This design comes from an exercise in tuning for small area, a short achievable clock period and few clock cycles per item on the open sky130 flow, not from production work.
Function was checked by simulation only, so behaviour that the tests miss may differ from the original.

==> flow/design.v (outline; a module is shown in full before it is edited, if it fits) <==
// module gemv_dot_pipe: 2723 lines
// module gemv_dot_fin: 803 lines
// module gemv_stream_engine: 121 lines
module gemv_stream_engine
#(
  parameter int unsigned SZ     = gemv_pkg::SZ_DEF,
  parameter int unsigned DW     = gemv_pkg::DW_DEF,
  parameter int unsigned N_ROWS = gemv_pkg::N_ROWS_DEF,
  parameter int unsigned AW     = gemv_pkg::gemv_aw(SZ, DW),
  localparam int unsigned IW    = (N_ROWS > 1) ? $clog2(N_ROWS) : 1
) (
  input  logic             clk,
  input  logic             rst_n,
  input  logic             start_i,
  input  logic             accum_i,
  input  logic [SZ*DW-1:0] w_i,
  input  logic             a_valid_i,
  output logic             a_ready_o,
  input  logic [SZ*DW-1:0] a_row_i,
  output logic             o_valid_o,
  input  logic             o_ready_i,
  output logic [DW-1:0]    o_data_o,
  output logic [IW-1:0]    o_idx_o,
  output logic             busy_o,
  output logic             done_o,
  output logic             ovf_o
);
  // ...
==> flow/flow/run.sh <==
#!/bin/bash
# The standard layout with two changes:
#  - the port buffers are buf_1 cells on the inputs and buf_4 cells on the
#    outputs (flow/outbuf.tcl), instead of the buffer_ports default (a slow
#    delay cell that the resizer cannot swap out);
#  - after the standard synthesis, inverters around full and half adders are
#    removed by flipping full adders' polarity and rebuilding half adders that
#    take inverted inputs (flow/invpush2.py); registers and all other cells are
#    left as the standard synthesis made them.
set -euo pipefail
export BUFFER_PORTS_ARGS="-buffer_cell sky130_fd_sc_hd__buf_1"
export POST_GLOBAL_PLACE_TCL="$PWD/flow/outbuf.tcl"
bash standard.sh synth > standard_synth.log 2>&1
NET=orfs/results/sky130hd/gemv_stream_engine/base/1_2_yosys.v
cp $NET yosys_netlist_orig.v
python3 flow/invpush2.py yosys_netlist_orig.v $NET > invpush.log 2>&1
bash standard.sh finish > standard_finish.log 2>&1
==> flow/flow/invpush2.py <==
#!/usr/bin/env python3
"""Remove inverters around full and half adders in a flat Yosys netlist.

A full adder is self-dual: FA(~a, ~b, ~c) = (~cout, ~sum). So each full adder
may be flipped: it then takes its inputs inverted and gives its outputs
inverted. A half adder whose two inputs are both inverted can be rebuilt as
xor2 + nor2 of the inverted inputs (the same area): (~a ^ ~b, ~(~a | ~b)).
Every inverter tree hanging off a signal is collapsed into at most one
inverter, and the flips are chosen (greedy descent plus annealing) to need as
few inverters as possible. Registers, ports and all other cells are kept.

usage: invpush2.py IN.v OUT.v
"""
import re, sys, random, math
from collections import defaultdict

src = open(sys.argv[1]).read()
m = re.search(r'^module .*?;\n', src, re.M | re.S)
head_end = m.end()
endm = src.rindex('endmodule')
body = src[head_end:endm]

cell_re = re.compile(r'^  (sky130_fd_sc_hd__\w+) (\\\S+ |\S+) \((.*?)\n  \);\n', re.M | re.S)
pin_re = re.compile(r'\.(\w+)\(((?:\\\S+ )|[^()]*)\)')

cells = {}
order = []
first = None
pos = 0
for cm in cell_re.finditer(body):
    if first is None:
        first = cm.start()
    assert first == cm.start() or not body[pos:cm.start()].strip(), body[pos:cm.start()][:200]
    typ, name, pins = cm.group(1), cm.group(2), cm.group(3)
    cells[name] = [typ, {p: n.strip() for p, n in pin_re.findall(pins)}]
    order.append(name)
    pos = cm.end()
pre = body[:first]
post = body[pos:]
assert not post.strip() or 'sky130' not in post
assert 'assign' not in pre + post, 'assign statements not handled'

ports = set()
for pm in re.finditer(r'^\s*(input|output|inout)\s+(\[(\d+):(\d+)\]\s+)?(\S+);', pre, re.M):
    nm = pm.group(5)
    if pm.group(2):
        hi, lo = int(pm.group(3)), int(pm.group(4))
        for b in range(min(hi, lo), max(hi, lo) + 1):
            ports.add(f'{nm}[{b}]')
    ports.add(nm)

OUTP = {'X', 'Y', 'Q', 'Q_N', 'SUM', 'COUT', 'HI', 'LO'}
is_inv = lambda t: re.match(r'sky130_fd_sc_hd__(clk)?inv_\d+$', t) is not None
is_fa = lambda t: re.match(r'sky130_fd_sc_hd__fa_\d+$', t) is not None
is_ha = lambda t: re.match(r'sky130_fd_sc_hd__ha_\d+$', t) is not None

drv = {}
loads = defaultdict(list)
for name, (typ, conns) in cells.items():
    for p, n in conns.items():
        if p in OUTP:
            drv[n] = (name, p)
        else:
            loads[n].append((name, p))

# Trace every non-inverter input pin back through inverters to its source.
src_of = {}          # (cell, pin) -> (source net, parity)
tree = defaultdict(list)   # source net -> [(cell, pin, parity)]
tree_invs = defaultdict(set)
fixed = set()
for name, (typ, conns) in cells.items():
    if is_inv(typ):
        continue
    for p, n in conns.items():
        if p in OUTP:
            continue
        par = 0
        invs = []
        net = n
        while net in drv and is_inv(cells[drv[net][0]][0]):
            invs.append(drv[net][0])
            if net in ports:
                break
            net = cells[drv[net][0]][1]['A']
            par ^= 1
        src_of[(name, p)] = (net, par)
        tree[net].append((name, p, par))
        tree_invs[net].update(invs)
# inverter trees that reach a port, or a constant source, are left alone
for name, (typ, conns) in cells.items():
    if is_inv(typ):
        y = conns['Y']
        net = y
        while net in drv and is_inv(cells[drv[net][0]][0]):
            if net in ports:
                # find its source
                s = net
                while s in drv and is_inv(cells[drv[s][0]][0]):
                    s = cells[drv[s][0]][1]['A']
                fixed.add(s)
                break
            net = cells[drv[net][0]][1]['A']
for s in list(tree):
    if s.startswith(("1'", "0'")) or s not in drv and s not in ports:
        fixed.add(s)
    if s in drv and is_inv(cells[drv[s][0]][0]):
        fixed.add(s)
    if s in ports and s not in drv:
        pass  # primary input: fine as a source
# inverters whose output feeds nothing tracked (dangling) keep their trees fixed
for name, (typ, conns) in cells.items():
    if is_inv(typ) and not loads[conns['Y']] and conns['Y'] not in ports:
        s = conns['A']
        while s in drv and is_inv(cells[drv[s][0]][0]):
            s = cells[drv[s][0]][1]['A']
        fixed.add(s)

fas = [n for n in order if is_fa(cells[n][0])]
has = [n for n in order if is_ha(cells[n][0])]
flip = {n: 0 for n in fas + has}


fa_drv = {s: drv[s][0] for s in tree if s in drv and is_fa(cells[drv[s][0]][0])}


def avail(s):
    d = fa_drv.get(s)
    return flip[d] if d else 0


def need(c, par):
    return par ^ (flip[c] if c in flip else 0)


def cost_src(s):
    if s in fixed:
        return 0
    a = avail(s)
    return 1 if any(need(c, par) ^ a for c, p, par in tree[s]) else 0


# sources touched by each flippable cell
touch = defaultdict(set)
for s, lst in tree.items():
    for c, p, par in lst:
        if c in flip:
            touch[c].add(s)
    if s in drv and drv[s][0] in flip and is_fa(cells[drv[s][0]][0]):
        touch[drv[s][0]].add(s)
for h in has:   # a half adder only flips when both inputs share a source polarity change
    pass


def ha_ok(h):
    return True


def orig_cost():
    n = 0
    for s in tree:
        if s not in fixed:
            n += len(tree_invs[s])
    return n


def total():
    return sum(cost_src(s) for s in tree)


def delta(c):
    ss = touch[c]
    before = sum(cost_src(s) for s in ss)
    flip[c] ^= 1
    after = sum(cost_src(s) for s in ss)
    flip[c] ^= 1
    return after - before


n_before = orig_cost()
cur = total()
random.seed(int(__import__("os").environ.get("IP_SEED", "1")))
cands = fas + has
best = cur
best_flip = dict(flip)
T = 1.0
for it in range(int(__import__("os").environ.get("IP_IT", "60"))):
    improved = False
    for c in cands:
        d = delta(c)
        if d < 0 or (d == 0 and random.random() < 0.3) or (d > 0 and random.random() < math.exp(-d / T)):
            flip[c] ^= 1
            cur += d
            if d < 0:
                improved = True
            if cur < best:
                best = cur
                best_flip = dict(flip)
    T *= 0.85
flip.update(best_flip)
# final greedy descent
changed = True
while changed:
    changed = False
    for c in cands:
        if delta(c) < 0:
            flip[c] ^= 1
            changed = True
cur = total()
print(f'invpush2: inverters in movable trees {n_before} -> {cur}; '
      f'flipped FA {sum(flip[c] for c in fas)}, HA {sum(flip[c] for c in has)}', file=sys.stderr)

# Rebuild.
for s, invs in tree_invs.items():
    if s in fixed:
        continue
    for i in invs:
        if i in cells:
            del cells[i]
order = [n for n in order if n in cells]
uid = [0]
new_wires = []


def fresh(prefix):
    uid[0] += 1
    n = f'_{prefix}{uid[0]}_'
    return n


new_invs = []
for s, lst in tree.items():
    if s in fixed:
        continue
    a = avail(s)
    inv_net = None
    for c, p, par in lst:
        if need(c, par) ^ a:
            if inv_net is None:
                inv_net = fresh('ipn')
                new_wires.append(inv_net)
                iname = fresh('ipinv')
                cells[iname] = ['sky130_fd_sc_hd__inv_1', {'A': s, 'Y': inv_net}]
                new_invs.append(iname)
                order.append(iname)
            cells[c][1][p] = inv_net
        else:
            cells[c][1][p] = s
# Half adders taking inverted inputs become xor2 + nor2.
for h in has:
    if flip[h]:
        typ, conns = cells[h]
        del cells[h]
        i = order.index(h)
        x = fresh('ipx')
        y = fresh('ipo')
        cells[x] = ['sky130_fd_sc_hd__xor2_1', {'A': conns['A'], 'B': conns['B'], 'X': conns['SUM']}]
        cells[y] = ['sky130_fd_sc_hd__nor2_1', {'A': conns['A'], 'B': conns['B'], 'Y': conns['COUT']}]
        order[i:i+1] = [x, y]

# inv_2 has the area of inv_1: use it for every inverter that drives more than one pin
nl = defaultdict(int)
for name, (typ, conns) in cells.items():
    for p, n in conns.items():
        if p not in OUTP:
            nl[n] += 1
for name, (typ, conns) in cells.items():
    if typ == 'sky130_fd_sc_hd__inv_1' and (nl[conns['Y']] > 1 or conns['Y'] in ports):
        cells[name][0] = 'sky130_fd_sc_hd__inv_2'

out = [src[:head_end], pre]
for w in new_wires:
    out.append(f'  wire {w};\n')
for name in order:
    typ, conns = cells[name]
    pins = ',\n'.join(f'    .{p}({n + " " if n.startswith(chr(92)) else n})' for p, n in conns.items())
    out.append(f'  {typ} {name} (\n{pins}\n  );\n')
out.append(post)
out.append(src[endm:])
open(sys.argv[2], 'w').write(''.join(out))
n_inv = sum(1 for t, _ in cells.values() if is_inv(t))
print(f'invpush2: inverter cells now {n_inv}', file=sys.stderr)
==> flow/flow/outbuf.tcl <==
# After global placement: the port buffers were all made as buf_1; make the
# ones that drive output ports buf_4 (they drive the output load).
set from_cell [expr {[info exists ::env(OUTBUF_FROM)] ? $::env(OUTBUF_FROM) : "sky130_fd_sc_hd__buf_1"}]
set n 0
foreach bterm [[ord::get_db_block] getBTerms] {
  if { [$bterm getIoType] != "OUTPUT" } { continue }
  set net [$bterm getNet]
  if { $net == "NULL" } { continue }
  foreach iterm [$net getITerms] {
    if { ![$iterm isOutputSignal] } { continue }
    set inst [$iterm getInst]
    if { [[$inst getMaster] getName] == $from_cell } {
      replace_cell [get_cells [$inst getName]] sky130_fd_sc_hd__buf_4
      incr n
    }
  }
}
puts "outbuf: $n output port buffers made buf_4"
==> flow/standard.sh <==
#!/bin/bash
# synth_recipe.tcl (not shown) runs the flow's synth.tcl, then flattens the netlist and writes it again
# the make line also repeats each setting of config.mk as NAME=value (left out here)
make -C /OpenROAD-flow-scripts/flow DESIGN_CONFIG=/design/flow/config.mk WORK_HOME=/design/flow/orfs CLKGATE_MAP_FILE= SYNTH_SCRIPT=/design/flow/synth_recipe.tcl "${@:-finish}"
==> flow/config.mk <==
export PLATFORM = sky130hd
export DESIGN_NAME = gemv_stream_engine
export DESIGN_NICKNAME = gemv_stream_engine
export VERILOG_FILES = /design/flow/design.v
export SDC_FILE = /design/flow/constraint.sdc
export NUM_CORES = 4
export LEC_CHECK = 0
export ABC_AREA = 1
export CAP_MARGIN = 20
export CORE_MARGIN = 2
export CORE_UTILIZATION = 40
export CTS_CLUSTER_DIAMETER = 120
export CTS_CLUSTER_SIZE = 16
export SETUP_SLACK_MARGIN = 3.5
export SLEW_MARGIN = 20
==> flow/constraint.sdc <==
create_clock -name core_clock -period 9.0 [get_ports {clk}]
set_input_delay 1.8000 -clock core_clock [delete_from_list [all_inputs] [get_ports {clk}]]
set_output_delay 1.8000 -clock core_clock [all_outputs]
set_load 0.01 [all_outputs]
==> summary.txt, run 1 <==
initial core utilization = 0.405
DIE HEIGHT = 255 um
max_slew headroom = 0.324
DR WL met3 = 7.51 mm
Top Layer Used = met4
Worst Hold Slack = 0.417 ns
Post-CTS Repair Setup Buffers = 1
htree depth = 1
num sequential = 205
CP startpoint = mid_q[38]
CP endpoint = o_data_o[9]
total global-route track usage = 0.265
post-route core utilization = 0.436
PnR worst setup slack = 3.62 ns
DR DRC count = 0
CTS tree = yes
Ports = 125
largest net degree at the start of global routing = 85
Total Die Area = 64800 sq um
status = no timing/DRC/antenna violations
unrepaired setup endpoints after global routing = yes
fraction of area in registers = 0.226
Hold Path Class = reg -> reg
Tap Count = 837
Biggest register = mid_q
Testbench counts, summed over its fixed seeds: cycles 16,000, items 9,600.
==> run 2, diff against run 1 <==
--- a/flow/config.mk
+++ b/flow/config.mk
@@ -12,4 +12,4 @@
 export CTS_CLUSTER_DIAMETER = 120
 export CTS_CLUSTER_SIZE = 16
-export SETUP_SLACK_MARGIN = 3.5
+export SETUP_SLACK_MARGIN = 3.65
 export SLEW_MARGIN = 20
==> summary.txt, run 2 <==
Post-DP HPWL = 69.3 mm (was 67.9 mm)
setup tns final = 0 ns (unchanged)
via/cell ratio = 5.72 (was 5.69)
Register-to-Register Path Depth = 12 (unchanged)
initial antenna violation count = 2 (was 0)
crit end category = primary output (unchanged)
Total Die Area = 64800 sq um (unchanged)
Final Hold Vio Count = 0 (unchanged)
synth warn = 1 (unchanged)
final period utilization = 0.594 (was 0.597)
Max Fclk = 0.187 GHz (was 0.186 GHz)
total global-route track usage = 0.273 (was 0.265)
largest net degree at the start of global routing = 85 (unchanged)
Biggest register = mid_q (unchanged)
chip width = 255 um (unchanged)
Max Root-Sink Buffers = 3 (unchanged)
CTS clk-pin slew, worst paths = 0.09 ns (was 0.08 ns)
Netlist Area Pre-Place = 25100 sq um (unchanged)
cell row count = 91 (unchanged)
drt pass-1 iters = 7 (was 6)
unrepaired setup endpoints after global routing = yes (unchanged)
CP Max Fanout = 7 (was 15)
count of input and output buffers = 124 (unchanged)
final max-slew violation count = 0 (unchanged)
vias in the first global route = 19000 (was 18800)
Mapped Avg Cell Area = 10.5 sq um (unchanged)
clock sinks = 205 (unchanged)
layout cells sized above 1 = 0.123 (was 0.102)
CTS tree = yes (unchanged)
max reg flops = 77 (unchanged)
WL/cell = 26.8 um (was 25.9 um)
DR DRC count = 0 (unchanged)
biggest regs = mid_q: 77 flops, w_q: 48 flops (unchanged)
first-pass GRT wire length = 129 mm (was 125 mm)
Post-Synthesis Cells = 2386 (unchanged)
Fill cells = 5899 (was 5931)
net count after synthesis = 2963 (unchanged)
detailed-route via count = 18800 (was 18600)
Total Nets Final = 3012 (was 3000)
Area Growth Syn to Fin = 8.81% (was 7.67%)
Clock Skews = 0.0355 ns (was 0.0170 ns)
Clock Latency Late Sink = 0.55 ns (was 0.53 ns)
diode count = 0 (unchanged)
Hold Path Class = reg -> reg (unchanged)
DIE HEIGHT = 255 um (unchanged)
Final min period = 5.35 ns (was 5.38 ns)
R2R setup slack = 3.75 ns (was 3.64 ns)
Iter 0 DRT Violations = 1932 (was 2214)
post-route ant nets = 0 (unchanged)
Max-Cap Viols = 0 (unchanged)
max_slew headroom = 0.281 (was 0.324)
Final setup viols = 0 (unchanged)
Worst Hold Path EP = acc_b_q[22] (was acc_b_q[6])
Worst-Margin Slew = 1.07 ns (was 1.01 ns)
r2r startpoint = w_q[9] (unchanged)
Ports = 125 (unchanged)
WS Path Type = reg -> out (unchanged)
Worst Hold Depth = 0 (unchanged)
Worst EP required = 7.20 ns (about the same)
DRT Wirelength = 87.9 mm (was 84.7 mm)
worst path arrival time = 3.55 ns (was 3.58 ns)
status = no timing/DRC/antenna violations (unchanged)
Worst setup SP type = flop (unchanged)
commonest non-fill, non-tap cells in the layout = xor2_1, fa_1, o22ai_1 (was fa_1, xor2_1, o22ai_1)
CTS Hold Buffers Added = 0 (unchanged)
Critical R2R Capture = mid_q[58] (unchanged)
Root Buffer = clkbuf_16 (unchanged)
hold wc startpoint = acc_a_q[22] (was acc_a_q[6])
Core ar. = 61900 sq um (unchanged)
global route overflow = 0 (unchanged)
CTS Buf Count = 17 (unchanged)
htree depth = 1 (unchanged)
initial core utilization = 0.405 (unchanged)
## run 2: cell types whose count changed in the layout (fill, tap and decap cells not counted), sizes merged
cell / delta
buf: +9
clkbuf: +2
clkinv: +1
clkinvlp: +1
## run 2: cell type report
cell class / instances / area [sq um] / area share
Multi-Input combinational cell: 1737 / 17500 / 0.642
Clock buffer: 23 / 448 / 0.0164
Sequential cell: 205 / 6110 / 0.223
Timing Repair Buffer: 178 / 1020 / 0.0372
Inverter: 296 / 1130 / 0.0414
Clock inverter: 4 / 33.8 / 0.00124
Tap cell: 837 / 1050 / 0.0383
## run 2: worst max path at each step
stage,start,cells after the start,to
2_1_floorplan,a_row_i[26],10,mid_q[39]
3_3_place_gp,a_row_i[15],11,mid_q[58]
3_5_place_dp,a_row_i[15],11,mid_q[58]
4_1_cts,a_row_i[5],10,mid_q[12]
5_1_grt,mid_q[35],12,o_data_o[14]
6_report,mid_q[35],12,o_data_o[13]
## run 2: per-layer routing
layer	wire length, um	vias to the layer above	global-route usage
met4	3050	2	0.0804
met5	8	-	0
met1	37600	9642	0.395
met2	38100	952	0.406
li1	-	8013	-
met3	9200	144	0.0683
## run 2: worst max-delay path, cell delays in order, from the launching register on
cell	delay (ns)
edfxtp_1	0.47
fa_2	0.62
ha_4	0.22
xor2_1	0.17
nand4_1	0.13
nor3_2	0.20
nand3_1	0.16
nor2_4	0.24
and3_4	0.32
clkbuf_16	0.19
nand3_2	0.06
nand2_1	0.11
buf_4	0.12
## run 2: stage by stage
stage / area [sq um] / hold WS [ns] / utilization / setup slack (ns) / cells
final: 27300 / 0.413 / 0.441 / 3.65 / 3280
after global routing: 27300 / 0.424 / 0.441 / 3.57 / 3280
after CTS: 26900 / 0.417 / 0.434 / 3.67 / 3254
after detailed placement: 26300 / 0.406 / 0.425 / 2.90 / 3222
after global placement: 26200 / 0.401 / 0.424 / 2.95 / 3222
after floorplan: 25300 / 0.400 / - / 3.63 / 2386
## run 2: repair_timing
action | 4_1_cts | 5_1_grt
setup buffers | 5 | 25
gates cloned | 0 | 1
pin swaps | 1 | 6
endpoints found under the setup margin | 58 | 37
resized for setup | 13 | 51

==> separate check: timing with driven ports <==
The flow's constraints put no driver on any port. The routed layouts listed below were extracted and timed again, unchanged, in two steps.
Step 1, drivers: a clkbuf_16 drives clk and a buf_2 each remaining input, both assumed.
Step 2 times the ports against the registers' clock, not the clock port: input delays grow and output delays shrink by t, the midpoint of the rising clock arrivals with the driver on.
Slacks: no drivers / after step 1 / after step 2; pairs: no drivers / after step 1.
run | shift t [ns] | slack for setup (ns) | worst setup path at the end
run 1 | 0.577 | 3.623 / 3.570 / 3.077 | input to register
run 2 | 0.585 | 3.650 / 3.593 / 3.133 | input to register
After both steps setup and hold are still met in every run listed. The setup slack of run 1, which loses most, moves by -0.053 ns with the drivers and by -0.546 ns with both steps.
